From an optimization exercise on the open Yosys and OpenROAD flow, aimed at small area, a short achievable clock period and few clock cycles per item; shortcuts taken in it are not production practice. In this exercise RTL edits were held to simulation tests only and were not proved equivalent to the original.

Design ec_scalar_mul, start of the top module:
module ec_scalar_mul (
	input wire clk,
	input wire reset,
	input wire start,
	input wire [7:0] k,
	input wire [15:0] p_x,
	input wire [15:0] p_y,
	input wire p_inf,
	output reg busy,
	output reg done,
	output wire [15:0] r_x,
	output wire [15:0] r_y,
	output wire r_inf
);
Size in the first run: about 290 flip-flops, about 0.028 mm2 of cells after synthesis.
clock: 7.0 ns
lec_check: 0
cap_margin: 20
core_margin: 2
core_utilization: 40
setup_slack_margin: 0.3
slew_margin: 20
run.sh (not shown) runs the stock make flow with config.mk's settings and CLKGATE_MAP_FILE= SYNTH_SCRIPT=/design/flow/synth_recipe.tcl, a recipe that flattens the netlist after the stock synthesis.
Testbench counts at the start, summed over its fixed seeds: cycles 25,580, items 192.
Rerun with:
--- a/flow/design.v
+++ b/flow/design.v
@@ -10,23 +10,23 @@
 	input wire p_inf,
 	output reg busy,
 	output reg done,
 	output wire [15:0] r_x,
 	output wire [15:0] r_y,
 	output wire r_inf
 );
 	localparam [15:0] PM = 16'd65521;
 	localparam [1:0] ST_IDLE = 2'd0, ST_RUN = 2'd1, ST_LOADP = 2'd2;
-	localparam [1:0] LP_NEXT = 2'd0, LP_DBL = 2'd1, LP_INF = 2'd2, LP_START = 2'd3;
+	localparam [1:0] LP_NEXT = 2'd0, LP_DBL = 2'd1, LP_INF = 2'd2;
 	reg [6:0] upc, nupc;
 	reg [1:0] st, nst, ldk;
-	reg [7:0] kreg;  
-	reg [3:0] cnt;  
+	reg [6:0] kreg;  
+	reg [2:0] cnt;  
 	reg cur_bit;  
 	reg dbl_add;  
 	reg hz, rz;  
 	reg rinf;
 	reg [15:0] X, Y, Z, PX, PY, T1, T2, T3, T4;
 	assign r_x = X;
 	assign r_y = Y;
 	assign r_inf = rinf;
 	reg c_m_en, r_m_en;
@@ -1008,46 +1008,53 @@
 		if (mwr == 4'd7) T4 <= mres;
 		else if (awr == 4'd7) T4 <= ares;
 	end
 	always @(posedge clk) begin
 		if (st == ST_IDLE && start) begin
 			PX <= p_x;
 			PY <= p_y;
 		end
 	end
+	reg [6:0] k_rest;
+	reg [2:0] k_cnt;
+	always @(*) begin
+		casez (k)
+			8'b1???????: begin k_rest = k[6:0]; k_cnt = 3'd7; end
+			8'b01??????: begin k_rest = {k[5:0], 1'b0}; k_cnt = 3'd6; end
+			8'b001?????: begin k_rest = {k[4:0], 2'b0}; k_cnt = 3'd5; end
+			8'b0001????: begin k_rest = {k[3:0], 3'b0}; k_cnt = 3'd4; end
+			8'b00001???: begin k_rest = {k[2:0], 4'b0}; k_cnt = 3'd3; end
+			8'b000001??: begin k_rest = {k[1:0], 5'b0}; k_cnt = 3'd2; end
+			8'b0000001?: begin k_rest = {k[0], 6'b0}; k_cnt = 3'd1; end
+			default: begin k_rest = 7'd0; k_cnt = 3'd0; end
+		endcase
+	end
 	wire zz = (Z == 16'd0);
-	wire more = (cnt != 4'd0);
+	wire more = (cnt != 3'd0);
 	wire [1:0] succ_d = (cur_bit && !dbl_add) ? 2'd1 : (more ? 2'd0 : 2'd2);
 	wire [1:0] succ_a = more ? 2'd0 : 2'd2;
-	reg consume, skip, lead, fin_done, exc;
+	reg consume, fin_done, exc;
 	reg [1:0] exc_k;
 	always @(*) begin
 		nupc = upc + 1'b1;
 		nst = st;
 		consume = 1'b0;
-		skip = 1'b0;
-		lead = 1'b0;
 		fin_done = 1'b0;
 		exc = 1'b0;
 		exc_k = LP_NEXT;
 		case (st)
 			ST_IDLE: begin
 				nupc = upc;
 				if (start && !p_inf && k != 8'd0) nst = ST_LOADP;
 			end
 			ST_LOADP: begin
 				nst = ST_RUN;
-				if (ldk == LP_START) begin  
-					if (!kreg[7]) begin nst = ST_LOADP; skip = 1'b1; end
-					else if (cnt != 4'd1) begin nupc = 7'd0; lead = 1'b1; end
-					else nupc = 7'd28;
-				end
-				else if (ldk == LP_DBL) nupc = 7'd0;
+				if (ldk == LP_DBL) nupc = 7'd0;
 				else if (more) begin nupc = 7'd0; consume = 1'b1; end
 				else nupc = 7'd28;
 			end
 			default: begin
 				if (upc == 7'd7 && succ_d == 2'd0) begin nupc = 7'd65; consume = 1'b1; end
 				else if (upc == 7'd7 && succ_d == 2'd1) begin nupc = 7'd69; end
 				else if (upc == 7'd7 && succ_d == 2'd2) begin nupc = 7'd73; end
 				else if (upc == 7'd25 && succ_a == 2'd0) begin nupc = 7'd77; consume = 1'b1; end
 				else if (upc == 7'd25 && succ_a == 2'd2) begin nupc = 7'd79; end
@@ -1087,38 +1094,28 @@
 				done <= 1'b1;
 			end
 		end
 	end
 	always @(posedge clk) begin
 		upc <= nupc;
 		if (c_f_h) hz <= azero;
 		if (c_f_r) rz <= azero;
 		if (st == ST_IDLE && start) begin
-			kreg <= k;
-			cnt <= 4'd8;
-			ldk <= LP_START;
+			kreg <= k_rest;
+			cnt <= k_cnt;
+			ldk <= LP_NEXT;
 			rinf <= 1'b1;
 		end
 		if (exc)
 			ldk <= exc_k;
-		if (skip) begin
-			kreg <= {kreg[6:0], 1'b0};
-			cnt <= cnt - 4'd1;
-		end
-		if (lead) begin
-			cur_bit <= kreg[6];
-			kreg <= {kreg[5:0], 2'b0};
-			cnt <= cnt - 4'd2;
-			dbl_add <= 1'b0;
-		end
 		if (consume) begin
-			cur_bit <= kreg[7];
-			kreg <= {kreg[6:0], 1'b0};
-			cnt <= cnt - 4'd1;
+			cur_bit <= kreg[6];
+			kreg <= {kreg[5:0], 1'b0};
+			cnt <= cnt - 3'd1;
 			dbl_add <= 1'b0;
 		end else if (st == ST_LOADP && ldk == LP_DBL)
 			dbl_add <= 1'b1;
 		if (fin_done)
 			rinf <= zz;
 	end
 endmodule
 `default_nettype wire
The new run completed with no timing, DRC or antenna violations.
Cell area increases slightly.
Worst setup slack improved by 0.0050 ns.
Core utilization barely changes.
Synthesized area increases slightly.
Worst hold slack gets worse by 0.019 ns.
Via count came out higher by a few percent.
Register-to-register slack is about the same.
Routed wire length rises slightly.
First-iteration DRC count came out higher by a few percent.
Final cell count climbs by a few percent.
Flip-flop and latch count goes down by 2.
Testbench counts after the change, summed over its fixed seeds: cycles 25,395, items 192.

==> afterwards: timing with drivers on the ports <==
In the flow no input, the clock included, has a driving cell. The finished layouts below were timed again as built, in two steps.
Step 1 sets driving cells, clkbuf_16 on the clock port and buf_2 on the other inputs (assumed; they add their load-dependent delay and slew).
Step 2 adds t to the input delays and takes it off the output delays; t is the mean of the earliest and latest rising clock arrival at the registers after step 1. Input paths then give back, and output paths get back, about the clock's delay inside the block.
Slacks: ideal / step 1 / step 2; pairs: ideal / step 1.
| run | shift t [ns] | setup WS [ns] | hold WS [ns] | worst setup path at the end |
|---|---|---|---|---|
| the first run | 0.608 | 0.430 / 0.430 / 0.430 | 0.443 / 0.443 / 0.443 | register to register |
| the second run | 0.647 | 0.435 / 0.435 / 0.435 | 0.423 / 0.423 / 0.423 | register to register |
After both steps setup and hold are still met in every run listed.
